This design comes from an exercise in tuning for small area, a short achievable clock period and few clock cycles per item on the open sky130 flow, not from production work. The RTL was checked by simulation tests, not by an equivalence proof against the original design.

## ifft8_stream
module ifft8_stream #(
    parameter int DW = fft_pkg::FFT_DW,
    parameter int TW = fft_pkg::FFT_TW
) (
    input  logic                 clk,
    input  logic                 rst,
    input  logic                 in_valid,
    output logic                 in_ready,
    input  logic signed [DW-1:0] in_re,
    input  logic signed [DW-1:0] in_im,
    output logic                 out_valid,
    input  logic                 out_ready,
    output logic signed [DW-1:0] out_re,
    output logic signed [DW-1:0] out_im,
    output logic                 out_last,
    output logic                 busy
);
    function automatic logic [15:0] hs(input logic [17:0] s);
        if (s[17] != s[16]) hs = s[17] ? 16'h8000 : 16'h7fff;
        else                hs = s[16:1];
    endfunction
    function automatic logic [63:0] csa(input logic [31:0] a, input logic [31:0] b,
                                        input logic [31:0] c);
        csa = {a ^ b ^ c, ((a & b) | (a & c) | (b & c)) << 1};
    endfunction
    function automatic logic [16:0] kmul(input logic [17:0] v, input logic k8191);
  ...
Size in the first run: about 3,400 cells after synthesis, roughly 670 flip-flops, ~39,000 um^2 of cells after synthesis.
==> flow/config.mk <==
export PLATFORM = sky130hd
export DESIGN_NAME = ifft8_stream
export DESIGN_NICKNAME = ifft8_stream
export VERILOG_FILES = /design/flow/design.v
export SDC_FILE = /design/flow/constraint.sdc
export NUM_CORES = 4
export LEC_CHECK = 0
export CAP_MARGIN = 20
export CORE_MARGIN = 2
export CORE_UTILIZATION = 40
export SLEW_MARGIN = 20
==> flow/constraint.sdc <==
create_clock -name core_clock -period 14.0 [get_ports {clk}]
set_input_delay 2.8000 -clock core_clock [delete_from_list [all_inputs] [get_ports {clk}]]
set_output_delay 2.8000 -clock core_clock [all_outputs]
set_load 0.01 [all_outputs]
standard.sh (not shown) runs the stock make flow with config.mk's settings and CLKGATE_MAP_FILE= SYNTH_SCRIPT=/design/flow/synth_recipe.tcl, a recipe that flattens the netlist after the stock synthesis.
==> flow/flow/run.sh <==
#!/bin/bash
# The standard layout, with timing repair aiming 10 ns beyond the required setup slack.
bash standard.sh SETUP_SLACK_MARGIN=10 finish > standard.log 2>&1
The baseline ran to the end with no violations.
Testbench counts at the start, summed over its fixed seeds: cycles 4,240, frames 512.
Then changed:
--- a/flow/design.v
+++ b/flow/design.v
@@ -217,12 +217,14 @@
         take_ok      = ~ovalid | out_ready;
         accept       = in_valid & in_ready_q;
         v_q_d        = accept | (v_q & ~consume);
         skid_valid_d = take_ok ? 1'b0 : (skid_valid | push);
     end
     always_ff @(posedge clk) begin
+        in_ready_q <= ~(v_q_d & skid_valid_d);
+        busy_q     <= v_q_d & skid_valid_d;
         if (accept) inq <= {in_re, in_im};
         if (consume) begin
             d3 <= d2; d2 <= d1; d1 <= d0;
             d0 <= fill ? inq : {s0_dr[16:1], s0_di[16:1]};
         end else if (drain) begin
             if (r >= 3'd2) d3 <= d2;
@@ -250,25 +252,23 @@
         if (go2 & pM) g <= pos2[0] ? s2y : {mu[15:0], mv[15:0]};
         if (take_ok) oreg <= skid_valid ? skid : {ol, ow};
         else if (push) skid <= {ol, ow};
     end
     always_ff @(posedge clk or posedge rst) begin
         if (rst) begin
-            v_q <= 1'b0; in_ready_q <= 1'b1; busy_q <= 1'b0;
+            v_q <= 1'b0;
             fp <= '0; r <= '0; pv0 <= 1'b0;
             te0 <= 1'b0; te1 <= 1'b0; pos1 <= '0; pv1 <= 1'b0;
             posP <= '0; pP <= 1'b0; pQ <= 1'b0; pM <= 1'b0;
             tg <= 1'b0; pos2 <= '0; wvq <= 1'b0;
             sv0 <= 1'b0; sv1 <= 1'b0; sv2 <= 1'b0;
             sl0 <= 1'b0; sl1 <= 1'b0; sl2 <= 1'b0;
             pos3 <= '0;
             ovalid <= 1'b0; skid_valid <= 1'b0;
         end else begin
             v_q        <= v_q_d;
-            in_ready_q <= ~(v_q_d & skid_valid_d);
-            busy_q     <= v_q_d & skid_valid_d;
             skid_valid <= skid_valid_d;
             if (take_ok) ovalid <= skid_valid | push;
             if (consume) begin
                 fp <= fp + 3'd1;
                 if (fp == 3'd7)          r <= 3'd4;
                 else if (r != 3'd0)      r <= r - 3'd1;
- global-route usage went up by 0.24 points
- sequential share of layout area went down by 0.75 points
- wire length went up by 4.0%
- critical path depth went up by 1
- cell area went up by 1.7%
- first-iteration DRC count went down by 0.43%
- worst setup slack improved by 0.099 ns
- hold slack barely changes
- fmax went up by 2.3%
- clock skew went down by 0.013 ns
- synthesized area went up by 1.1%
Testbench counts after the change, summed over its fixed seeds: cycles 4,240, frames 512.

-- re-timing with driven ports --
No port has a modelled driver above. Below, the same layouts with a new extraction and two added sets of constraints.
Step 1 sets driving cells, clkbuf_16 on the clock port and buf_2 on the other inputs (assumed; they add their load-dependent delay and slew).
Step 2, shift: input delay + t, output delay - t, t = (earliest + latest rising clock arrival at the registers) / 2. This alone moves slack from input paths to output paths.
Slacks: ideal / step 1 / step 2; pairs: ideal / step 1.
run	shift t [ns]	setup slack, ns	latest minus earliest clock arrival (ns)	worst data-port slew with drivers (ns)
the first run	0.699	9.609 / 9.609 / 9.421	0.034 / 0.034	0.04
the second run	0.675	9.708 / 9.708 / 9.445	0.024 / 0.025	0.04
After both steps every run listed still meets setup and hold. The setup slack of the second run, which loses most, moves by 0.000 ns with the drivers and by -0.263 ns with both steps.
